Source: an optimization exercise on an open RTL-to-GDS flow (aim: small area). Production flows keep margins and buffers that such runs may drop. In this exercise RTL edits were held to simulation tests only and were not proved equivalent to the original. No activity file was given, so power comes from the tool's default toggle rates.

==> design.v <==
`timescale 1ns / 1ps
package swea_pkg;
	localparam int TIME_W = 31;
	localparam int REF_W = 32;
	localparam int TAG_W = 31;
	localparam int RANK_CNT_W = 9;
	localparam int RANK_W = 8;
	localparam int MAX_WINDOWS_PER_EVENT = 32;
	localparam int CNT_W = $clog2(MAX_WINDOWS_PER_EVENT + 1);
	localparam int DIV_W = 31;
	localparam int DIV_STEP_W = $clog2(DIV_W);
	localparam int ADDR_W = 4;
	localparam int DATA_W = 32;
	localparam logic [RANK_CNT_W-1:0] RANK_LIMIT = RANK_CNT_W'(256);
	localparam logic [1:0] REG_SLIDE = 2'd0;
	localparam logic [1:0] REG_RANGE = 2'd1;
	localparam logic [1:0] REG_RANKS = 2'd2;
	localparam logic KIND_ASSIGN = 1'b0;
	localparam logic KIND_SUMMARY = 1'b1;
	typedef struct packed {
		logic [TIME_W-1:0] evt_stamp;
		logic [REF_W-1:0] event_ref;
		logic [TAG_W-1:0] message_tag;
		logic end_of_message;
	} evt_item_t;
	typedef struct packed {
		logic result_kind;
		logic [TIME_W-1:0] window_id;
		logic [RANK_W-1:0] target_rank;
		logic [REF_W-1:0] out_event_ref;
		logic [TAG_W-1:0] out_message_tag;
		logic [TIME_W-1:0] span_low;
		logic [TIME_W-1:0] span_high;
		logic last;
	} res_item_t;
	typedef struct packed {
		logic start;
		logic [DIV_W-1:0] dividend;
		logic [DIV_W-1:0] divisor;
	} div_req_t;
	typedef struct packed {
		logic busy;
		logic done;
		logic [DIV_W-1:0] quot;
		logic [DIV_W-1:0] rem;
	} div_rsp_t;
endpackage
`timescale 1ns / 1ps
`timescale 1ns / 1ps
module sliding_window_event_assigner_core (
	input  logic                              clk,
	input  logic                              arst_n,
	input  logic                              evt_valid,
	output logic                              evt_ready,
	input  logic [swea_pkg::TIME_W-1:0]       evt_stamp,
	input  logic [swea_pkg::REF_W-1:0]        evt_ref,
	input  logic [swea_pkg::TAG_W-1:0]        evt_tag,
	input  logic                              evt_eom,
	output logic                              res_valid,
	input  logic                              res_ready,
	output logic                              res_kind,
	output logic [swea_pkg::TIME_W-1:0]       res_window_id,
	output logic [swea_pkg::RANK_W-1:0]       res_rank,
	output logic [swea_pkg::REF_W-1:0]        res_ref,
	output logic [swea_pkg::TAG_W-1:0]        res_tag,
	output logic [swea_pkg::TIME_W-1:0]       res_span_low,
	output logic [swea_pkg::TIME_W-1:0]       res_span_high,
	output logic                              res_last,
	input  logic                              psel,
	input  logic                              penable,
	input  logic                              pwrite,
	input  logic [swea_pkg::ADDR_W-1:0]       paddr,
	input  logic [swea_pkg::DATA_W-1:0]       pwdata,
	output logic [swea_pkg::DATA_W-1:0]       prdata,
	output logic                              pready
);
	localparam int TW = swea_pkg::TIME_W;
	localparam logic [3:0] ST_IDLE = 4'd0;
	localparam logic [3:0] ST_DIVC = 4'd1;
	localparam logic [3:0] ST_DIVN = 4'd2;
	localparam logic [3:0] ST_SUBP = 4'd3;
	localparam logic [3:0] ST_INCP = 4'd4;
	localparam logic [3:0] ST_DIVR = 4'd5;
	localparam logic [3:0] ST_EMIT = 4'd6;
	localparam logic [3:0] ST_SUMM = 4'd7;
	localparam logic [3:0] ST_CLRP = 4'd8;
	localparam logic [3:0] ST_ZERO = 4'd9;
	logic [3:0] st_q;
	logic [TW-1:0] slide_q;
	logic [TW-1:0] range_q;
	logic [8:0] ranks_q;
	logic [TW-1:0] lown_q;
	logic [TW-1:0] hign_q;
	logic hgt_q, hlt_q, lgt_q, llt_q;
	logic [swea_pkg::REF_W-1:0] ref_q;
	logic [swea_pkg::TAG_W-1:0] tag_q;
	logic eom_q;
	logic [TW-1:0] w_q;
	logic [TW-1:0] r_q;
	logic [5:0] k_q;
	logic [4:0] j_q;
	logic cy_q;
	logic neg_q;
	logic [TW-1:0] slide_eff;
	logic [8:0] ranks_eff;
	logic in_bit;
	logic [TW:0] sh;
	logic [TW:0] diff;
	logic [9:0] diff_lo;
	logic [TW-8:0] diff_hi;
	logic [8:0] dsr_lo;
	logic ge;
	logic last_step;
	logic [5:0] k_nxt;
	logic kb;
	logic ab;
	logic sum_bit;
	logic cy_nxt;
	logic taken;
	logic [8:0] r_inc;
	logic [7:0] r_up;
	logic hbit;
	logic lbit;
	logic summ;
	logic cfg_wr;
	always_comb begin
		slide_eff = {slide_q[TW-1:1], slide_q[0] | (slide_q == '0)};
		ranks_eff = ranks_q[8] ? 9'd256 : {ranks_q[7:1], ranks_q[0] | (ranks_q[7:0] == '0)};
		dsr_lo = (st_q == ST_DIVR) ? ranks_eff : slide_eff[8:0];
		in_bit = (st_q == ST_DIVC) ? range_q[TW-1] : w_q[TW-1];
		sh = {r_q, in_bit};
		diff_lo = {1'b0, sh[8:0]} - {1'b0, dsr_lo};
		diff_hi = {1'b0, sh[TW:9]} - {2'b0, slide_eff[TW-1:9]} - (TW-7)'(diff_lo[9]);
		diff = {diff_hi[TW-9:0], diff_lo[8:0]};
		ge = (st_q == ST_DIVR) ? !diff_lo[9] : !diff_hi[TW-8];
		last_step = j_q == 5'd30;
		k_nxt = k_q[5] ? k_q : (k_q[4] ? 6'd32 : {k_q[4:0], ge});
		kb = (j_q < 5'd5) ? k_q[j_q[2:0]] : 1'b0;
		ab = (st_q == ST_SUBP) && !kb;
		sum_bit = w_q[0] ^ ab ^ cy_q;
		cy_nxt = (w_q[0] & ab) | (cy_q & (w_q[0] ^ ab));
		taken = res_ready;
		r_inc = {1'b0, r_q[7:0]} + 9'd1;
		r_up = (r_inc == ranks_eff) ? 8'd0 : r_inc[7:0];
		hbit = hgt_q ? ge : (hlt_q ? !hign_q[TW-1] : (ge | !hign_q[TW-1]));
		lbit = lgt_q ? !lown_q[TW-1] : (llt_q ? w_q[TW-1] : (w_q[TW-1] & !lown_q[TW-1]));
		summ = st_q == ST_SUMM;
		cfg_wr = psel && penable && pwrite;
	end
	assign evt_ready = st_q == ST_IDLE;
	assign res_valid = (st_q == ST_EMIT) || summ;
	assign res_kind = summ;
	assign res_window_id = w_q;
	assign res_rank = r_q[7:0];
	assign res_ref = summ ? '0 : ref_q;
	assign res_tag = tag_q;
	assign res_span_low = ~(lown_q | {TW{!summ}});
	assign res_span_high = ~(hign_q | {TW{!summ}});
	assign res_last = summ || ((k_q == '0) && !eom_q);
	assign pready = st_q != ST_DIVC;
	always_comb begin
		case (paddr[3:2])
			swea_pkg::REG_SLIDE: prdata = {1'b0, slide_q};
			swea_pkg::REG_RANGE: prdata = {1'b0, range_q};
			swea_pkg::REG_RANKS: prdata = {23'd0, ranks_q};
			default: prdata = '0;
		endcase
	end
	always_ff @(posedge clk or negedge arst_n) begin
		if (!arst_n) begin
			st_q <= ST_CLRP;
			j_q <= '0;
			slide_q <= TW'(1);
			range_q <= TW'(1);
			ranks_q <= 9'd1;
		end else begin
			if ((st_q == ST_DIVC) || (st_q == ST_DIVN) || (st_q == ST_SUBP) || (st_q == ST_INCP)
					|| (st_q == ST_DIVR) || (st_q == ST_CLRP) || (st_q == ST_ZERO))
				j_q <= last_step ? 5'd0 : j_q + 5'd1;
			if (cfg_wr) begin
				case (paddr[3:2])
					swea_pkg::REG_SLIDE: slide_q <= pwdata[TW-1:0];
					swea_pkg::REG_RANGE: range_q <= pwdata[TW-1:0];
					swea_pkg::REG_RANKS: ranks_q <= pwdata[8:0];
					default: begin
					end
				endcase
			end
			case (st_q)
				ST_IDLE: begin
					if (evt_valid) st_q <= ST_DIVC;
				end
				ST_DIVC: begin
					range_q <= {range_q[TW-2:0], range_q[TW-1]};
					if (last_step) begin
						if (k_nxt == '0) st_q <= eom_q ? ST_ZERO : ST_IDLE;
						else st_q <= ST_DIVN;
					end
				end
				ST_DIVN: begin
					if (last_step) st_q <= ST_SUBP;
				end
				ST_SUBP: begin
					if (last_step) st_q <= cy_nxt ? ST_DIVR : ST_INCP;
				end
				ST_INCP: begin
					if (last_step) st_q <= !neg_q ? ST_EMIT : (cy_nxt ? ST_DIVR : ST_INCP);
				end
				ST_DIVR: begin
					if (last_step) st_q <= ST_EMIT;
				end
				ST_EMIT: begin
					if (taken) begin
						if (k_q == '0) st_q <= eom_q ? ST_ZERO : ST_IDLE;
						else st_q <= ST_INCP;
					end
				end
				ST_SUMM: begin
					if (taken) st_q <= ST_CLRP;
				end
				ST_CLRP: begin
					if (last_step) st_q <= ST_IDLE;
				end
				ST_ZERO: begin
					if (last_step) st_q <= ST_SUMM;
				end
				default: st_q <= ST_IDLE;
			endcase
		end
	end
	always_ff @(posedge clk) begin
		case (st_q)
			ST_IDLE: begin
				if (evt_valid) begin
					ref_q <= evt_ref;
					tag_q <= evt_tag;
					eom_q <= evt_eom;
					w_q <= evt_stamp;
					r_q <= '0;
					k_q <= '0;
				end
			end
			ST_DIVC: begin
				r_q <= last_step ? '0 : (ge ? diff[TW-1:0] : sh[TW-1:0]);
				k_q <= k_nxt;
				hgt_q <= 1'b0;
				hlt_q <= 1'b0;
			end
			ST_DIVN: begin
				w_q <= {w_q[TW-2:0], ge};
				hign_q <= {hign_q[TW-2:0], !hbit};
				r_q <= last_step ? '0 : (ge ? diff[TW-1:0] : sh[TW-1:0]);
				if (last_step) k_q <= k_q - 6'd1;
				if (!hgt_q && !hlt_q) begin
					hgt_q <= ge & hign_q[TW-1];
					hlt_q <= !ge & !hign_q[TW-1];
				end
				cy_q <= 1'b1;
			end
			ST_SUBP: begin
				w_q <= {sum_bit, w_q[TW-1:1]};
				cy_q <= last_step ? 1'b1 : cy_nxt;
				neg_q <= !cy_nxt;
				lgt_q <= 1'b0;
				llt_q <= 1'b0;
			end
			ST_INCP: begin
				w_q <= {sum_bit, w_q[TW-1:1]};
				cy_q <= last_step ? 1'b1 : cy_nxt;
				if (last_step) begin
					k_q <= k_q - 6'd1;
					neg_q <= neg_q & !cy_nxt;
				end
			end
			ST_DIVR: begin
				w_q <= {w_q[TW-2:0], w_q[TW-1]};
				r_q <= ge ? diff[TW-1:0] : sh[TW-1:0];
				lown_q <= {lown_q[TW-2:0], !lbit};
				if (!lgt_q && !llt_q) begin
					lgt_q <= w_q[TW-1] & lown_q[TW-1];
					llt_q <= !w_q[TW-1] & !lown_q[TW-1];
				end
			end
			ST_EMIT: begin
				if (taken) begin
					if (k_q == '0) r_q <= '0;
					else r_q[7:0] <= r_up;
				end
			end
			ST_CLRP: begin
				lown_q <= {lown_q[TW-2:0], 1'b0};
				hign_q <= {hign_q[TW-2:0], 1'b1};
			end
			ST_ZERO: begin
				w_q <= {w_q[TW-2:0], 1'b0};
			end
			default: begin
			end
		endcase
	end
endmodule
==> flow/run.sh <==
#!/bin/bash
# own layout flow: the standard flow (standard.sh) unchanged for synthesis, then the
# rest of the standard flow with two layout choices made explicit:
#  - every input and output port still gets its own buffer, but a small one (buf_1)
#  - the clock tree uses clkbuf_8 buffers, larger sink clusters and no dummy loads
# each step writes its full output to a log file in the work folder
set -euo pipefail
bash standard.sh synth > synth.log 2>&1
bash standard.sh \
	"BUFFER_PORTS_ARGS=-buffer_cell sky130_fd_sc_hd__buf_1" \
	"CTS_ARGS=-sink_clustering_enable -repair_clock_nets -dont_use_dummy_load -buf_list sky130_fd_sc_hd__clkbuf_8 -sink_clustering_size 20 -sink_clustering_max_diameter 50" \
	finish > layout.log 2>&1
==> standard.sh <==
#!/bin/bash
# synth_recipe.tcl (not shown) runs the flow's synth.tcl, then flattens the netlist and writes it again
# the make line also repeats each setting of config.mk as NAME=value (left out here)
make -C /OpenROAD-flow-scripts/flow DESIGN_CONFIG=/design/flow/config.mk WORK_HOME=/design/flow/orfs CLKGATE_MAP_FILE= SYNTH_SCRIPT=/design/flow/synth_recipe.tcl "${@:-finish}"
==> config.mk <==
export PLATFORM = sky130hd
export DESIGN_NAME = sliding_window_event_assigner_core
export DESIGN_NICKNAME = sliding_window_event_assigner_core
export VERILOG_FILES = /design/flow/design.v
export SDC_FILE = /design/flow/constraint.sdc
export NUM_CORES = 4
export LEC_CHECK = 0
export ABC_AREA = 1
export CAP_MARGIN = 20
export CORE_MARGIN = 2
export CORE_UTILIZATION = 40
export SLEW_MARGIN = 20
==> constraint.sdc <==
create_clock -name core_clock -period 10.0 [get_ports {clk}]
set_input_delay 2.0000 -clock core_clock [delete_from_list [all_inputs] [get_ports {clk}]]
set_output_delay 2.0000 -clock core_clock [all_outputs]
set_load 0.01 [all_outputs]
==> results of run 1 <==
==> stage by stage <==
step | utilization, % | setup WS, ps | instance area (µm²) | instances | hold WS (ps)
floorplan | - | 4820 | 14900 | 1657 | 427
global placement | 45.1 | 4070 | 16500 | 2406 | 434
detailed placement | 45.1 | 4070 | 16500 | 2406 | 435
CTS | 46.4 | 4080 | 17000 | 2440 | 418
global route | 46.5 | 3950 | 17000 | 2443 | 431
finish | 46.5 | 4110 | 17000 | 2443 | 414
==> worst register-to-register path: stages (launching register included) <==
cell,delay (ps)
dfstp_2,570
nor2_4,70
clkinv_4,70
nor2_4,60
inv_2,390
buf_4,460
nor2_1,130
a21oi_1,210
ha_1,250
inv_1,70
nand3_1,110
nand3_1,120
fa_1,480
inv_1,70
ha_1,130
inv_1,30
nand2_1,90
inv_1,60
fa_1,410
nand2_1,130
a21oi_2,90
o21ai_0,320
nand3_1,130
nand2_1,150
nand2_1,60
nand2_1,80
xnor2_1,120
a21oi_1,80
==> cells by family after synthesis <==
logic type	count (synthesis)	share of synthesized area [%]
AND/OR/NAND/NOR	604	17.1
XOR/XNOR	30	1.76
buffers and inverters	352	9.55
adder cells (fa/ha/maj)	61	5.32
flip-flops	280	53.8
AO/OA/AOI/OAI	329	12.4
other	1	0.0252
==> registers in the layout, summed over array words and instances (netlist names), 4 cells and up <==
name and count:
ref_q 32, hign_q 31, lown_q 31, r_q 31, range_q 31, slide_q 31
tag_q 31, w_q 31, ranks_q 9, k_q 6, j_q 5, st_q 4
==> layer usage <==
metal | global-route usage [%] | routed length [µm]
met1 | 28.2 | 18500
met2 | 33.6 | 18600
met3 | 4.74 | 2530
met4 | 6.04 | 961
met5 | 0 | 0
==> cell type report <==
type	count	area [µm²]	share of cell area, %
sequential	280	8010	47.1
tap	468	586	3.44
clock buffer	34	468	2.75
antenna	1	2.50	0.0147
multi-input combinational	1025	5500	32.3
timing repair buffer	346	1370	8.02
inverter	289	1090	6.43
==> where the power goes <==
part           internal, W  switching [W]  leakage (nW)
sequential         0.00188       0.000294          2.87
clock             0.000303       0.000398         0.244
combinational     0.000976        0.00198          4.21
total              0.00316        0.00267          7.32
==> final timing paths <==
path / to / depth (start not counted)
min in group asynchronous: range_q[26] / 1
min: hign_q[5] / 0
max in group asynchronous: j_q[3] / 2
min reg2reg: hign_q[5] / 0
max: prdata[6] / 5
max reg2reg: r_q[25] / 27
==> synth_stat cells (5+ instances only) <==
cell      count
a21oi_1      59
a31oi_1       8
buf_2         7
buf_4        12
buf_6         5
clkbuf_1     39
dfrtp_1      76
edfxtp_1    200
ha_1         57
inv_1       276
inv_2        11
nand2_1     320
nand3_1      58
nand4_1      12
nor2_1      166
nor2_2       10
nor3_1        9
o211ai_1      9
o21ai_0     169
o21ai_1      25
o221ai_1      6
o22ai_1      21
o31ai_1       5
or2_2         7
xnor2_1      13
xor2_1       17
==> key figures, run 1 <==
Run status
  – Status: timing/DRC/antenna clean

GRT
  – Number of global-route vias before repair: 11900
  – Grt ovf: 0
  – Initial antenna violation count: 1
  – First-pass GRT wire length: 63800 µm
  – Largest net degree at the start of global routing: 65
  – Gr usage total: 20.8%

Setup path
  – Setup crit end kind: output port
  – Buffers & Inverters on Critical Path: 3
  – Setup Crit Path Kind: input pin to output port
  – Req. time, crit path: 8000 ps
  – Peak fanout along the critical path: 23
  – Startpoint types: input pin
  – Worst path most repeated cell: buf_1
  – Slowest cell on crit path: inv_1
  – CP Launch Point: paddr[2]
  – Internal reg-to-reg setup slack: 4760 ps
  – Crit-path max cell delay: 570 ps
  – R2r startpoint: st_q[3]
  – CP arrival: 3890 ps
  – Cell Chain, Critical Path: buf_1 > nor2_1 > inv_1 > o221ai_1 > buf_1
  – Kind of cell adding the most delay to the critical path: buffers and inverters

Finish
  – Most frequent cells in the layout: buf_1 (333), nand2_1 (320), inv_1 (276), edfxtp_1 (200), o21ai_0 (169)
  – Final #Nets: 2175
  – Commonest non-fill, non-tap cell in the layout: buf_1
  – Area Growth Syn to Fin: 14.3%
  – Fill count: 3624
  – Layout cells sized above 1: 5.42%

Die
  – Die Y: 197 µm
  – Core Box Area: 0.0366 mm²
  – Die Footprint: 0.0388 mm²
  – # rows: 70
  – I/O Pins: 339
  – Starting density of the core: 40.7%
  – Die span in x: 197 µm

Synth
  – Yosys reg bits: 280
  – Top cell type's share of synthesized area: 40.3%
  – Synth Area per Inst: 8.99 µm²
  – Primary FF master, synth: edfxtp_1
  – Ys async rst share: 28.6%
  – Seq/Total Area, Yosys: 53.8%
  – Mapped Nets: 1856
  – Post-synth EDFFs: 200
  – Netlist Area Pre-Place: 0.0149 mm²
  – Synth cell types: 54
  – Yosys top cell by area: edfxtp_1
  – Ys Warns: 1
  – Area contributors post-synth: edfxtp_1 (40%), dfrtp_1 (13%), nand2_1 (8.1%)
  – Post-Syn Instances: 1657

Placed design
  – HPWL after DPL: 30500 µm
  – GPL Wtd Cong: 0.928
  – PortBufs: 334

Detailed routing
  – Drt wl/cell: 16.6 µm
  – DR vias/cell: 5.03
  – TritonRoute pass-1 iters: 5
  – DR iter-0 viols: 781
  – Drt total wl: 40600 µm
  – Routed vias: 12300
  – Remaining antenna violation count: 0
  – Remaining DRCs: 0

Run
  – Max Cap Viol: 0

Min path
  – Hold Path Class: register to register
  – Hold Startpoint: hign_q[4]

Clocking
  – CTS max path bufs: 3
  – Clock sinks: 280
  – H-tree Lvls: 2
  – Postcts setup bufs: 0
  – CTS tree: built
  – CTS resizes: 0
  – TritonCTS Buffers: 34
  – CTS hold repair buffers: 0
  – Skew-Pair Late Insertion Delay: 610 ps
  – CTS Root Buffer Type: clkbuf_8
  – CTS clk-pin slew, worst paths: 110 ps

STA
  – RSZ-0062 raised after global routing: no
  – # setup viols final: 0
  – Fmax: 170 MHz
  – Post-route minimum period: 5890 ps
  – Least-Margin Pin Slew: 1040 ps
  – Crit share post-route: 58.9%
  – Max_slew headroom: 30.7%
  – Setup TNS Final: 0 ps
  – Worst Skew: 58.2 ps
  – Fin. Hold Viols: 0
  – Fin. max-slew vios: 0

Power and ir drop
  – Pwr Density: 342 mW/mm²
  – Power Total: 0.00582 W
  – Worst VDD drop: 0.135 mV
  – Leak: 7.32 nW
==> run 2: changes to the inputs <==
--- a/flow/run.sh
+++ b/flow/run.sh
@@ -8,5 +8,5 @@
 bash standard.sh synth > synth.log 2>&1
 bash standard.sh \
 	"BUFFER_PORTS_ARGS=-buffer_cell sky130_fd_sc_hd__buf_1" \
-	"CTS_ARGS=-sink_clustering_enable -repair_clock_nets -dont_use_dummy_load -buf_list sky130_fd_sc_hd__clkbuf_8 -sink_clustering_size 20 -sink_clustering_max_diameter 50" \
+	"CTS_ARGS=-sink_clustering_enable -repair_clock_nets -dont_use_dummy_load -buf_list sky130_fd_sc_hd__clkbuf_8 -sink_clustering_size 16 -sink_clustering_max_diameter 60" \
 	finish > layout.log 2>&1
==> run 2 against run 1 <==
Against the previous run: combinational power hardly changed; maximum frequency is 0.18% higher; total power is 0.94% lower; first-iteration DRC count is 4.4% lower; utilization is 0.15 points lower; non-clock buffer count stayed put; count of clock-buffer cells in the layout is 4 lower; clock skew is 15 ps higher; largest power group unchanged.
==> key figures, run 2 <==
Clocking
  – H-tree Lvls: 1
  – CTS Root Buffer Type: clkbuf_8
  – Postcts setup bufs: 0
  – TritonCTS Buffers: 30
  – CTS clk-pin slew, worst paths: 80 ps
  – CTS resizes: 0
  – CTS max path bufs: 3
  – Skew-Pair Late Insertion Delay: 630 ps
  – CTS hold repair buffers: 0
  – CTS tree: built
  – Clock sinks: 280

Power and ir drop
  – Switching Power: 0.00265 W
  – Sw Ratio: 46.0%
  – Pwr Density: 340 mW/mm²
  – Combinational power share: 51.2%
  – Clock network fraction of design power: 11.2%
  – Leak: 7.29 nW
  – Seq pwr share: 37.6%
  – Internal power: 0.00312 W
  – Worst VDD drop: 0.128 mV

Synth
  – Post-Syn Instances: 1657
  – Most common cell in the netlist: nand2_1
  – Post-synth EDFFs: 200
  – Most frequent cells after synthesis: nand2_1 (320), inv_1 (276), edfxtp_1 (200), o21ai_0 (169), nor2_1 (166)
  – Ys Warns: 1
  – Primary FF master, synth: edfxtp_1
  – Ys async rst share: 28.6%
  – Synth Area per Inst: 8.99 µm²
  – Yosys reg bits: 280
  – Synth cell types: 54
  – Netlist Area Pre-Place: 0.0149 mm²
  – Area contributors post-synth: edfxtp_1 (40%), dfrtp_1 (13%), nand2_1 (8.1%)
  – Seq/Total Area, Yosys: 53.8%
  – Top cell type's share of synthesized area: 40.3%
  – Mapped Nets: 1856
  – Yosys top cell by area: edfxtp_1

STA
  – Fmax: 170 MHz
  – Max_slew headroom: 30.1%
  – RSZ-0062 raised after global routing: no
  – Fin. max-slew vios: 0
  – Least-Margin Pin Slew: 1050 ps
  – # setup viols final: 0
  – Setup TNS Final: 0 ps
  – Worst Skew: 73.0 ps
  – Fin. Hold Viols: 0
  – Crit share post-route: 58.8%
  – Post-route minimum period: 5880 ps

Die
  – Die Footprint: 0.0388 mm²
  – Die Y: 197 µm
  – Die span in x: 197 µm
  – Starting density of the core: 40.7%
  – # rows: 70
  – I/O Pins: 339
  – Core Box Area: 0.0366 mm²

Finish
  – Final #Nets: 2171
  – Area Growth Syn to Fin: 13.9%
  – Final Non-Filler Cells: 2439
  – Commonest non-fill, non-tap cell in the layout: buf_1
  – Biggest register: ref_q
  – Largest register FFs: 32
  – Layout cells sized above 1: 5.23%
  – Most frequent cells in the layout: buf_1 (333), nand2_1 (320), inv_1 (276), edfxtp_1 (200), o21ai_0 (169)

Run
  – Max Cap Viol: 0

GRT
  – Met1 Track Usage GR: 28.0%
  – Number of global-route vias before repair: 11900
  – Met3 GRT Util: 4.52%
  – Global routing usage on met2: 33.5%
  – Initial antenna violation count: 1
  – First-pass GRT wire length: 63600 µm
  – Grt ovf: 0
  – Largest net degree at the start of global routing: 65
  – Gr usage total: 20.6%
  – Busiest grt layer: met2

Detailed routing
  – DR vias/cell: 5.04
  – Drt total wl: 40400 µm
  – Remaining DRCs: 0
  – Routed vias: 12300
  – DR iter-0 viols: 747
  – Drt wl/cell: 16.6 µm
  – TritonRoute pass-1 iters: 5
  – Remaining antenna violation count: 0

Setup path
  – Crit-path max cell delay: 560 ps
  – Peak fanout along the critical path: 23
  – Worst path most repeated cell: buf_1
  – CP arrival: 3880 ps
  – Setup crit end kind: output port
  – Req. time, crit path: 8000 ps
  – Setup Crit Path Kind: input pin to output port
  – Slowest cell on crit path: inv_1
  – Kind of cell adding the most delay to the critical path: buffers and inverters
  – Buffers & Inverters on Critical Path: 3
  – Startpoint types: input pin
  – Cell Chain, Critical Path: buf_1 > nor2_1 > inv_1 > o221ai_1 > buf_1

Min path
  – Hold Path Class: register to register

Placed design
  – GPL Wtd Cong: 0.928
  – # placed instances: 2406
  – PortBufs: 334
  – HPWL after DPL: 30500 µm

Run status
  – Status: timing/DRC/antenna clean
run 2: cell families after synthesis:
| family | count (synthesis) | share of synthesized area, % |
|---|---|---|
| compound gates | 329 | 12.4 |
| simple gates | 604 | 17.1 |
| buf+inv | 352 | 9.55 |
| other cells | 1 | 0.0252 |
| flops | 280 | 53.8 |
| fa+ha+maj | 61 | 5.32 |
| xor+xnor | 30 | 1.76 |
run 2: power by group through the flow:
| stage | combinational (W) | sequential [W] | clock (W) |
|---|---|---|---|
| 2_1_floorplan | 0.00218 | 0.00215 | 0 |
| 3_3_place_gp | 0.00288 | 0.00218 | 0 |
| 3_5_place_dp | 0.00293 | 0.00219 | 0 |
| 4_1_cts | 0.00294 | 0.00217 | 0.000676 |
| 5_1_grt | 0.00338 | 0.00222 | 0.000712 |
| 6_report | 0.00295 | 0.00217 | 0.000648 |
run 2: cell type report:
type,count,area (µm²)
Inverter,289,1090
Tap cell,468,586
Multi-Input combinational cell,1025,5500
Clock buffer,30,413
Antenna cell,1,2.50
Fill cell,3611,19600
Sequential cell,280,8010
Timing Repair Buffer,346,1370
run 2: layer usage:
| layer | share of wire [%] | up-vias |
|---|---|---|
| li1 | - | 6058 |
| met1 | 46 | 5791 |
| met4 | 1.9 | 0 |
| met3 | 6.6 | 56 |
| met2 | 46 | 392 |
| met5 | 0 | - |
run 2: path summary, 6_finish.rpt:
path | from | to | slack, ps | cells after the start
setup / recovery | paddr[2] | prdata[6] | 4120 | 5
hold / removal | hign_q[26] | hign_q[27] | 440 | 0
setup reg to reg | st_q[0] | r_q[25] | 4720 | 28
hold reg to reg | hign_q[26] | hign_q[27] | 440 | 0
max in group asynchronous | arst_n | j_q[3] | 7570 | 2
min in group asynchronous | arst_n | slide_q[25] | 1350 | 1
run 2: per-stage QoR:
| step | hold slack, ps | power, W | instance area (µm²) | setup slack [ps] | util, % |
|---|---|---|---|---|---|
| 2_1_floorplan | 427 | 0.00433 | 14900 | 4820 | - |
| 3_3_place_gp | 434 | 0.00506 | 16500 | 4070 | 45.1 |
| 3_5_place_dp | 435 | 0.00512 | 16500 | 4070 | 45.1 |
| 4_1_cts | 439 | 0.00579 | 16900 | 4080 | 46.2 |
| 5_1_grt | 442 | 0.00632 | 17000 | 3950 | 46.4 |
| 6_report | 435 | 0.00577 | 17000 | 4120 | 46.4 |
==> run 3: changes to the inputs <==
--- a/config.mk
+++ b/config.mk
@@ -5,7 +5,6 @@
 export SDC_FILE = /design/flow/constraint.sdc
 export NUM_CORES = 4
 export LEC_CHECK = 0
-export ABC_AREA = 1
 export CAP_MARGIN = 20
 export CORE_MARGIN = 2
 export CORE_UTILIZATION = 40
==> run 3 against run 2 <==
Against the previous run: still clean on timing, DRC and antenna; synthesized cell count decreased by 18%; sequential power is 3% higher; clock power decreased by 1%; register-to-register slack worse by 1400 ps; utilization increased by 0.31 points; clock skew up 12 ps; global-route usage is 0.44 points lower; final area shrank 1.7%; hold slack gained 23 ps; critical path type is now register to register.
==> key figures, run 3 <==
Run status
  – Status: timing/DRC/antenna clean

STA
  – Crit share post-route: 67.0%
  – Max_slew headroom: 29.0%
  – Worst Skew: 85.4 ps
  – Fin. Hold Viols: 0
  – RSZ-0062 raised after global routing: no
  – Fin. max-slew vios: 0
  – Least-Margin Pin Slew: 1070 ps
  – Setup TNS Final: 0 ps
  – Post-route minimum period: 6700 ps
  – # setup viols final: 0
  – Fmax: 149 MHz

Power and ir drop
  – Clock network fraction of design power: 11.4%
  – Worst VDD drop: 0.199 mV
  – Pwr Density: 335 mW/mm²
  – Combinational power share: 48.6%
  – Switching Power: 0.00247 W
  – Leak: 6.32 nW
  – Internal power: 0.00312 W
  – Sw Ratio: 44.2%
  – Seq pwr share: 40.0%

Synth
  – Synth Area in Simple Gates: 14.2%
  – Top cell type's share of synthesized area: 41.1%
  – Yosys reg bits: 280
  – Synth Area in Compound Gates: 11.1%
  – Netlist Area Pre-Place: 0.0146 mm²
  – Ys Warns: 1
  – Mapped Nets: 1552
  – Area contributors post-synth: edfxtp_1 (41%), dfrtp_1 (13%), ha_1 (4.9%)
  – Primary FF master, synth: edfxtp_1
  – Post-Syn Instances: 1353
  – Xor and xnor area share after synthesis: 1.98%
  – Most common cell in the netlist: edfxtp_1
  – Seq/Total Area, Yosys: 54.9%
  – Synth cell types: 74
  – Post-synthesis adder-cell area fraction: 5.43%
  – Yosys top cell by area: edfxtp_1
  – Most frequent cells after synthesis: edfxtp_1 (200), nand2_1 (178), nor2_1 (129), inv_1 (86), o21ai_0 (82)
  – Main combinational cell family by area after synthesis: simple AND/OR/NAND/NOR gates
  – Ys async rst share: 28.6%
  – Post-synthesis mux area share: 7.98%
  – Post-synth EDFFs: 200
  – Synth Area per Inst: 10.8 µm²

Finish
  – Commonest non-fill, non-tap cell in the layout: buf_1
  – Core Util, Final: 46.7%
  – Register area: 0.00801 mm²
  – Fill count: 3460
  – Largest register FFs: 32
  – Most frequent cells in the layout: buf_1 (331), edfxtp_1 (200), nand2_1 (177), nor2_1 (127), inv_1 (85)
  – Layout cells sized above 1: 7.04%
  – Biggest register: ref_q
  – N_diodes: 0
  – Area Growth Syn to Fin: 14.2%
  – Final #Nets: 1862
  – Multi-input gate area: 0.00599 mm²

Clocking
  – Clock sinks: 280
  – Skew-Pair Late Insertion Delay: 620 ps
  – CTS hold repair buffers: 0
  – TritonCTS Buffers: 29
  – H-tree Lvls: 1
  – CTS tree: built
  – CTS clk-pin slew, worst paths: 100 ps
  – CTS Root Buffer Type: clkbuf_8
  – CTS resizes: 0
  – Postcts setup bufs: 0
  – CTS max path bufs: 3

Setup path
  – Startpoint types: register
  – Setup crit end kind: register
  – Peak fanout along the critical path: 62
  – Req. time, crit path: 10380 ps
  – Setup Crit Path Kind: register to register
  – CP arrival: 7080 ps

Die
  – Starting density of the core: 40.9%
  – Die Y: 195 µm
  – Die Footprint: 0.0381 mm²
  – # rows: 69
  – Core Box Area: 0.0357 mm²
  – I/O Pins: 339
  – Die span in x: 195 µm

Detailed routing
  – Routed vias: 11300
  – Remaining DRCs: 0
  – Drt total wl: 39000 µm
  – TritonRoute pass-1 iters: 5
  – Remaining antenna violation count: 0
  – Drt wl/cell: 18.4 µm
  – DR iter-0 viols: 670
  – DR vias/cell: 5.31

Placed design
  – GPL Wtd Cong: 0.848
  – HPWL after DPL: 28300 µm
  – PortBufs: 334

GRT
  – Initial antenna violation count: 0
  – Largest net degree at the start of global routing: 81
  – First-pass GRT wire length: 61500 µm
  – Gr usage total: 20.1%
  – Number of global-route vias before repair: 11100
  – Grt ovf: 0

Run
  – Max Cap Viol: 0

Min path
  – Hold Path Class: register to register
==> run 3: cell types whose count changed in the layout (fill, tap and decap cells not counted), sizes merged, moves of 10 or more <==
cell	change
nand3	-39
o22ai	-10
nor2	-50
mux2	+41
o21ai	-109
a22oi	+29
nand2	-149
nor2b	+45
inv	-203
mux2i	+68
==> run 3: logic make-up after synthesis <==
| family | Yosys count |
|---|---|
| simple gates | 454 |
| flops | 280 |
| compound gates | 258 |
| buf+inv | 156 |
| mux | 110 |
| fa+ha+maj | 61 |
| xor+xnor | 33 |
| other cells | 1 |
==> run 3: cell type report <==
class,instances,share of cell area (%)
Multi-Input combinational cell,917,35.9
Inverter,86,1.94
Tap cell,461,3.46
Timing Repair Buffer,349,8.25
Clock buffer,29,2.39
Sequential cell,280,48.0
==> run 3: power by group through the flow <==
| stage | sequential (W) | clock (W) | combinational (W) |
|---|---|---|---|
| floorplan | 0.00214 | 0 | 0.00206 |
| global placement | 0.00224 | 0 | 0.00268 |
| detailed placement | 0.00225 | 0 | 0.00272 |
| CTS | 0.00223 | 0.000661 | 0.00273 |
| global route | 0.00230 | 0.000699 | 0.00307 |
| finish | 0.00223 | 0.000640 | 0.00272 |
==> run 3: worst max-delay path: stages, from the launching register on <==
cell and delay (ps):
dfrtp_1 760, nor2b_1 440, and2_2 330, buf_4 500, nand2_1 270, a21boi_0 220, ha_1 270, nor2b_1 170
o2111ai_1 170, a31oi_1 260, a31o_2 230, fa_1 430, inv_1 70, ha_1 170, o21ai_2 90, a2111oi_2 400
o2111ai_2 170, a21boi_2 260, a2111oi_4 140, nor2_4 620, mux2_1 380, o22ai_1 120
==> run 3: final timing paths <==
path                             from     endpoint  slack, ps  depth (start not counted)
max                           st_q[0]       r_q[3]       3300                         21
min                        hign_q[20]   hign_q[21]        460                          0
max reg2reg                   st_q[0]       r_q[3]       3300                         21
min reg2reg                hign_q[20]   hign_q[21]        460                          0
max in group asynchronous      arst_n      st_q[0]       7880                          2
min in group asynchronous      arst_n  range_q[22]       1540                          2
==> run 3: routing by layer <==
| metal | share of wire (%) | global-route usage [%] |
|---|---|---|
| met1 | 46 | 28.5 |
| met2 | 45 | 31.2 |
| met3 | 6.3 | 4.44 |
| met4 | 2.7 | 5.40 |
| met5 | 0 | 0 |
==> run 3: per-stage QoR <==
stage	power, W	instances	area (µm²)	setup WS [ps]	hold slack (ps)
finish	0.00559	2122	16700	3300	458
global placement	0.00492	2093	16300	3360	432
global route	0.00606	2122	16700	2790	470
detailed placement	0.00498	2093	16300	3310	435
floorplan	0.00420	1353	14600	4890	427
CTS	0.00563	2122	16700	3300	458
==> run 4: changes to the inputs <==
==> flow/run.sh (replaced) <==
#!/bin/bash
# own layout flow:
#  1. the standard synthesis, unchanged (standard.sh synth)
#  2. the logic between the flip-flops mapped again by abc with an area script
#     (flow/resyn.tcl); every flip-flop keeps its instance, name and cell type
#  3. the rest of the standard flow, with two layout choices made explicit:
#     every input and output port still gets its own buffer, but a small one (buf_1),
#     and the clock tree uses clkbuf_8 buffers, small sink clusters and no dummy loads
# each step writes its full output to a log file in the work folder
set -euo pipefail
RES=orfs/results/$FLOW_PLATFORM/sliding_window_event_assigner_core/base
bash standard.sh synth > synth.log 2>&1
cp $RES/1_2_yosys.v 1_2_yosys.standard.v
export RESYN_LIB=$FLOW_HOME/platforms/$FLOW_PLATFORM/lib/sky130_fd_sc_hd__tt_025C_1v80.lib
export RESYN_FF_CELLS="$(grep -o 'sky130_fd_sc_hd__[a-z]*df[a-z]*_[0-9]*' 1_2_yosys.standard.v | sort -u | tr '\n' ' ')"
export RESYN_DONT_USE="$(sed -n '/DONT_USE_CELLS/,/^$/p' $FLOW_HOME/platforms/$FLOW_PLATFORM/config.mk | grep -o 'sky130_fd_sc_hd__[a-z0-9_]*' | sed 's/^/-dont_use /' | tr '\n' ' ')"
export RESYN_IN=$PWD/1_2_yosys.standard.v
export RESYN_OUT=$PWD/1_2_yosys.resyn.v
${YOSYS_EXE:-yosys} -c flow/resyn.tcl > resyn.log 2>&1
cp 1_2_yosys.resyn.v $RES/1_2_yosys.v
rm -f $RES/1_synth.odb $RES/1_synth.sdc
bash standard.sh synth > synth_odb.log 2>&1
bash standard.sh \
	"BUFFER_PORTS_ARGS=-buffer_cell sky130_fd_sc_hd__buf_1" \
	"CTS_ARGS=-sink_clustering_enable -repair_clock_nets -dont_use_dummy_load -buf_list sky130_fd_sc_hd__clkbuf_8 -sink_clustering_size 16 -sink_clustering_max_diameter 60" \
	finish > layout.log 2>&1
==> flow/resyn.tcl (new file) <==
# combinational re-mapping of the standard synthesis netlist, for area
# the flip-flops are kept as they are (same instances, names and cell types): they are
# black boxes here, and only the logic between them is mapped again by abc
yosys read_liberty -ignore_miss_func $::env(RESYN_LIB)
yosys blackbox {*}$::env(RESYN_FF_CELLS)
yosys read_verilog $::env(RESYN_IN)
yosys hierarchy -top $::env(FLOW_TOP)
yosys flatten
yosys rename -hide w:*.*
yosys opt_clean -purge
set a3 "strash;dc2;dch,-f;amap;strash;dc2;dch,-f;amap;strash;dch,-f;amap"
yosys abc -liberty $::env(RESYN_LIB) {*}$::env(RESYN_DONT_USE) -script "+$a3;topo"
yosys opt_clean -purge
yosys hilomap -singleton -hicell sky130_fd_sc_hd__conb_1 HI -locell sky130_fd_sc_hd__conb_1 LO
yosys splitnets
yosys opt_clean -purge
yosys insbuf -buf sky130_fd_sc_hd__buf_1 A X
yosys stat -liberty $::env(RESYN_LIB)
yosys write_verilog -noattr -nohex -nodec $::env(RESYN_OUT)
--- a/config.mk
+++ b/config.mk
@@ -5,7 +5,7 @@
 export SDC_FILE = /design/flow/constraint.sdc
 export NUM_CORES = 4
 export LEC_CHECK = 0
-export CAP_MARGIN = 20
+export CAP_MARGIN = 0
 export CORE_MARGIN = 2
-export CORE_UTILIZATION = 40
-export SLEW_MARGIN = 20
+export CORE_UTILIZATION = 65
+export SLEW_MARGIN = 0
==> run 4 against run 3 <==
Against the previous run: count of clock-buffer cells in the layout fell by 4; sequential share of layout area rose by 4.9 points; clock skew fell by 47 ps; sequential power fell by 4%; utilization rose by 31 points; largest power group is now sequential cells; total power fell by 14%; non-clock buffer count rose by 6; final area fell by 9.2%; synthesized area fell by 11%; synthesized cell count fell by 5.0%.
==> key figures, run 4 <==
STA
  – Fin. max-slew vios: 0
  – # setup viols final: 0
  – RSZ-0062 raised after global routing: no
  – Fin. Hold Viols: 0
  – Least-Margin Pin Slew: 1180 ps
  – Crit share post-route: 91.5%
  – Post-route minimum period: 9150 ps
  – Worst Slack Setup Final: 854 ps
  – Max_slew headroom: 21.0%
  – Fmax: 109 MHz
  – Worst Skew: 38.8 ps

Synth
  – Netlist Area Pre-Place: 0.0130 mm²
  – Synth Area per Inst: 10.1 µm²
  – Mapped Nets: 1424
  – Post-Syn Instances: 1286
  – Ys Warns: 1

Setup path
  – Reg2reg path depth: 47
  – Setup crit end kind: register
  – Startpoint types: register
  – R2R Path End: r_q[4]
  – Peak fanout along the critical path: 27
  – R2r startpoint: slide_q[8]
  – CP arrival: 9430 ps
  – Internal reg-to-reg setup slack: 850 ps
  – Slowest cell on crit path: or4_1
  – Crit-path max cell delay: 550 ps
  – Buffers & Inverters on Critical Path: 3
  – Req. time, crit path: 10290 ps
  – Kind of cell adding the most delay to the critical path: simple AND/OR/NAND/NOR gates
  – Setup Crit Path Kind: register to register

Finish
  – Core Util, Final: 77.6%
  – Layout cells sized above 1: 3.98%
  – Final #Nets: 1798
  – Fin area: 0.0151 mm²
  – Most frequent cells in the layout: buf_1 (333), nor2_1 (293), edfxtp_1 (200), clkinv_1 (155), nand2_1 (90)
  – Fill count: 1390
  – Biggest register: ref_q
  – Area Growth Syn to Fin: 16.4%
  – Register area: 0.00801 mm²
  – Largest register FFs: 32
  – Multi-input gate area: 0.00445 mm²
  – Commonest non-fill, non-tap cell in the layout: buf_1

Power and ir drop
  – Worst VDD drop: 0.220 mV
  – Seq pwr share: 44.5%
  – Pwr Density: 318 mW/mm²
  – Leak: 5.26 nW
  – Combinational power share: 43.6%
  – Internal power: 0.00278 W
  – Switching Power: 0.00204 W
  – Clock network fraction of design power: 12.0%
  – Sw Ratio: 42.3%

Run
  – Max Cap Viol: 0

Die
  – # rows: 51
  – I/O Pins: 339
  – Starting density of the core: 66.7%
  – Die Y: 146 µm
  – Die Footprint: 0.0212 mm²
  – Core Box Area: 0.0195 mm²
  – Die span in x: 146 µm

Min path
  – Hold Path Class: register to register
  – Hold Startpoint: hign_q[7]
  – Hold path cells: 0
  – Worst hold endpoint: hign_q[8]

Run status
  – Status: timing/DRC/antenna clean

Detailed routing
  – Drt wl/cell: 18.1 µm
  – Routed vias: 11500
  – TritonRoute pass-1 iters: 6
  – Remaining DRCs: 0
  – DR iter-0 viols: 1179
  – Drt total wl: 34800 µm
  – DR vias/cell: 5.96
  – Remaining antenna violation count: 0

Clocking
  – CTS clk-pin slew, worst paths: 90 ps
  – Clock sinks: 280
  – CTS Root Buffer Type: clkbuf_8
  – CTS hold repair buffers: 0
  – H-tree Lvls: 1
  – TritonCTS Buffers: 25
  – CTS max path bufs: 3
  – Skew-Pair Late Insertion Delay: 570 ps
  – CTS tree: built

Placed design
  – GPL Wtd Cong: 1.01
  – Post-place setup slack: -77.6 ps
  – Placed Area: 0.0148 mm²
  – PortBufs: 334
  – HPWL after DPL: 24700 µm

GRT
  – Gr usage total: 32.6%
  – Initial antenna violation count: 3
  – First-pass GRT wire length: 55300 µm
  – Largest net degree at the start of global routing: 81
  – Number of global-route vias before repair: 11000
  – Grt ovf: 0
[run 4: final cells by class]
| type | count | share of cell area (%) |
|---|---|---|
| Timing Repair Buffer | 355 | 9.34 |
| Inverter | 156 | 3.90 |
| Clock buffer | 25 | 2.27 |
| Antenna cell | 3 | 0.0496 |
| Multi-Input combinational cell | 842 | 29.4 |
| Sequential cell | 280 | 52.9 |
| Tap cell | 265 | 2.19 |
[run 4: power groups by stage]
stage               combinational, W  sequential, W  clock (W)
floorplan                    0.00144        0.00212          0
global placement             0.00198        0.00214          0
detailed placement           0.00205        0.00215          0
CTS                          0.00206        0.00213   0.000583
global route                 0.00234        0.00219   0.000624
finish                       0.00210        0.00214   0.000575
[run 4: worst max-delay path by stage]
stage	start	end	slack [ps]	cells past startpoint
floorplan	st_q[1]	r_q[4]	1740	47
global placement	st_q[1]	r_q[4]	460	46
detailed placement	st_q[1]	r_q[4]	-80	46
CTS	st_q[1]	r_q[4]	370	46
global route	st_q[1]	r_q[4]	40	46
finish	slide_q[8]	r_q[4]	850	47
[run 4: what timing repair did]
action	4_1_cts	5_1_grt
pin swaps	0	1
endpoints found under the setup margin	4	37
endpoints found under the hold margin	0	0
resized for setup	1	9
buffers inserted	0	1
[run 4: stage by stage]
| stage | hold WS (ps) | power [W] | TNS [ps] | cells |
|---|---|---|---|---|
| after global routing | 457 | 0.00516 | 0 | 1926 |
| after detailed placement | 435 | 0.00421 | -142 | 1897 |
| after CTS | 444 | 0.00477 | 0 | 1922 |
| after floorplan | 427 | 0.00355 | 0 | 1286 |
| after global placement | 432 | 0.00411 | 0 | 1897 |
| final | 442 | 0.00481 | 0 | 1926 |
[run 4: routing by layer]
metal	global-route usage, %	vias up	share of wire [%]
met2	53.9	585	49
met4	15.0	0	4.0
li1	-	5415	-
met1	41.9	5393	38
met5	0	-	0
met3	6.61	92	9.0
==> run 5: changes to the inputs <==
--- a/config.mk
+++ b/config.mk
@@ -5,7 +5,7 @@
 export SDC_FILE = /design/flow/constraint.sdc
 export NUM_CORES = 4
 export LEC_CHECK = 0
-export CAP_MARGIN = 0
+export CAP_MARGIN = 20
 export CORE_MARGIN = 2
-export CORE_UTILIZATION = 65
-export SLEW_MARGIN = 0
+export CORE_UTILIZATION = 40
+export SLEW_MARGIN = 20
==> run 5 against run 4 <==
Against the previous run: still clean; utilization decreased by 30 points; final cell count increased by 9.2%; global-route usage decreased by 12 points; final area increased by 1.7%; critical endpoint is now r_q[17]; highest routed layer unchanged.
==> key figures, run 5 <==
STA
  – Crit share post-route: 89.8%
  – Fin. Hold Viols: 0
  – Hold WS: 446 ps
  – Worst Skew: 47.6 ps
  – # setup viols final: 0
  – Setup TNS Final: 0 ps
  – Fin. max-slew vios: 0
  – Post-route minimum period: 8980 ps
  – Fmax: 111 MHz
  – Least-Margin Pin Slew: 1050 ps
  – Max_slew headroom: 30.0%

Detailed routing
  – DR iter-0 viols: 852
  – Drt wl/cell: 17.4 µm
  – Remaining antenna violation count: 0
  – TritonRoute pass-1 iters: 7
  – Remaining DRCs: 0
  – DR vias/cell: 5.32
  – Drt total wl: 36600 µm
  – Routed vias: 11200

Setup path
  – Slowest cell on crit path: or4_1
  – Startpoint types: register
  – Setup crit end kind: register
  – Peak fanout along the critical path: 23
  – Setup Crit Path Kind: register to register
  – Req. time, crit path: 10300 ps
  – CP arrival: 9280 ps
  – Crit-path max cell delay: 540 ps

Finish
  – Area Growth Syn to Fin: 18.3%
  – Biggest register: ref_q
  – Layout cells sized above 1: 4.15%
  – N_diodes: 0
  – Core Util, Final: 47.7%
  – Most frequent cells in the layout: buf_1 (333), nor2_1 (294), edfxtp_1 (200), clkinv_1 (154), nand2_1 (90)
  – Fill count: 3154
  – Final #Nets: 1801
  – Commonest non-fill, non-tap cell in the layout: buf_1
  – Largest register FFs: 32
  – Final Non-Filler Cells: 2103

Synth
  – Synth Area per Inst: 10.1 µm²
  – Post-Syn Instances: 1286
  – Ys Warns: 1
  – Netlist Area Pre-Place: 0.0130 mm²
  – Mapped Nets: 1424

Die
  – Die Y: 184 µm
  – # rows: 66
  – Core Box Area: 0.0323 mm²
  – I/O Pins: 339
  – Die span in x: 184 µm
  – Starting density of the core: 40.3%
  – Die Footprint: 0.0340 mm²

Power and ir drop
  – Combinational power share: 43.2%
  – Leak: 5.28 nW
  – Switching Power: 0.00204 W
  – Power Total: 0.00484 W
  – Pwr Density: 315 mW/mm²
  – Internal power: 0.00280 W
  – Seq pwr share: 44.2%
  – Worst VDD drop: 0.174 mV
  – Clock network fraction of design power: 12.7%
  – Sw Ratio: 42.1%

Placed design
  – PortBufs: 334
  – HPWL after DPL: 26300 µm
  – GPL Wtd Cong: 0.862
  – # placed instances: 2075

GRT
  – Grt ovf: 0
  – Initial antenna violation count: 0
  – First-pass GRT wire length: 56400 µm
  – Number of global-route vias before repair: 10600
  – Largest net degree at the start of global routing: 69
  – Gr usage total: 20.9%

Clocking
  – Clock sinks: 280
  – Skew-Pair Late Insertion Delay: 590 ps
  – CTS hold repair buffers: 0
  – CTS Root Buffer Type: clkbuf_8
  – CTS tree: built
  – CTS max path bufs: 3
  – CTS clk-pin slew, worst paths: 90 ps
  – H-tree Lvls: 1
  – CTS resizes: 0
  – TritonCTS Buffers: 27
  – Postcts setup bufs: 0

Run
  – Max Cap Viol: 0

Min path
  – Hold Path Class: register to register

Run status
  – Status: timing/DRC/antenna clean
-- run 5: power groups by stage --
| stage | Sequential, W | Combinational [W] | Clock [W] |
|---|---|---|---|
| 4_1_cts | 0.00214 | 0.00207 | 0.000636 |
| 3_5_place_dp | 0.00216 | 0.00207 | 0 |
| 2_1_floorplan | 0.00212 | 0.00144 | 0 |
| 6_report | 0.00214 | 0.00209 | 0.000613 |
| 3_3_place_gp | 0.00215 | 0.00203 | 0 |
| 5_1_grt | 0.00219 | 0.00236 | 0.000675 |
-- run 5: metal layers --
layer | vias up | GRT usage [%] | share of wire, %
met5 | - | 0 | 0
met4 | 0 | 5.22 | 2.2
met3 | 49 | 4.17 | 7.0
met2 | 392 | 34.7 | 48
met1 | 5341 | 28.2 | 43
li1 | 5415 | - | -
-- run 5: cell type report --
class	count	area, µm²	share of cell area [%]
sequential	280	8010	52.0
multi-input combinational	842	4450	28.9
timing repair buffer	356	1430	9.29
inverter	156	586	3.80
tap	442	553	3.59
clock buffer	27	372	2.41
-- run 5: worst max-delay path: cells and delay by family (launching register included) --
kind | cells | cell delay (ps)
simple gates | 22 | 3860
flops | 1 | 460
buf+inv | 4 | 720
compound gates | 21 | 3600
-- run 5: path summary, 6_finish.rpt --
check / startpoint / to / slack [ps] / depth (start not counted)
worst max-delay path: slide_q[11] / r_q[17] / 1020 / 47
worst max register to register: slide_q[11] / r_q[17] / 1020 / 47
worst min register to register: hign_q[13] / hign_q[14] / 450 / 0
worst min-delay path: hign_q[13] / hign_q[14] / 450 / 0
min in group asynchronous: arst_n / range_q[21] / 1270 / 1
max in group asynchronous: arst_n / range_q[19] / 7530 / 2
-- run 5: stage by stage --
stage | instance area [µm²] | setup slack, ps
after floorplan | 13000 | 1740
after global placement | 15000 | 772
after detailed placement | 15000 | 562
after CTS | 15400 | 489
after global routing | 15400 | -48.6
final | 15400 | 1020

-- port drivers added, routing unchanged --
No port has a modelled driver above. Below, the same layouts with a new extraction and two added sets of constraints.
Step 1 sets driving cells, clkbuf_16 on the clock port and buf_2 on the other inputs (assumed; they add their load-dependent delay and slew).
Step 2, shift: input delay + t, output delay - t, t = (earliest + latest rising clock arrival at the registers) / 2. This alone moves slack from input paths to output paths.
Slacks: ideal ports / drivers / drivers and shift; pairs: ideal ports / drivers.
| run | t, ns | setup WS [ns] | worst hold slack (ns) | worst register clock-pin slew, ns |
|---|---|---|---|---|
| run 1 | 0.619 | 4.112 / 4.060 / 4.060 | 0.414 / 0.414 / 0.414 | 0.11 / 0.11 |
| run 2 | 0.646 | 4.123 / 4.071 / 4.071 | 0.435 / 0.435 / 0.435 | 0.10 / 0.10 |
| run 3 | 0.626 | 3.305 / 3.305 / 3.305 | 0.458 / 0.458 / 0.458 | 0.10 / 0.10 |
| run 4 | 0.595 | 0.854 / 0.854 / 0.854 | 0.442 / 0.442 / 0.442 | 0.10 / 0.10 |
| run 5 | 0.618 | 1.022 / 1.022 / 1.022 | 0.446 / 0.446 / 0.446 | 0.10 / 0.10 |
After both steps every run listed still meets setup and hold.
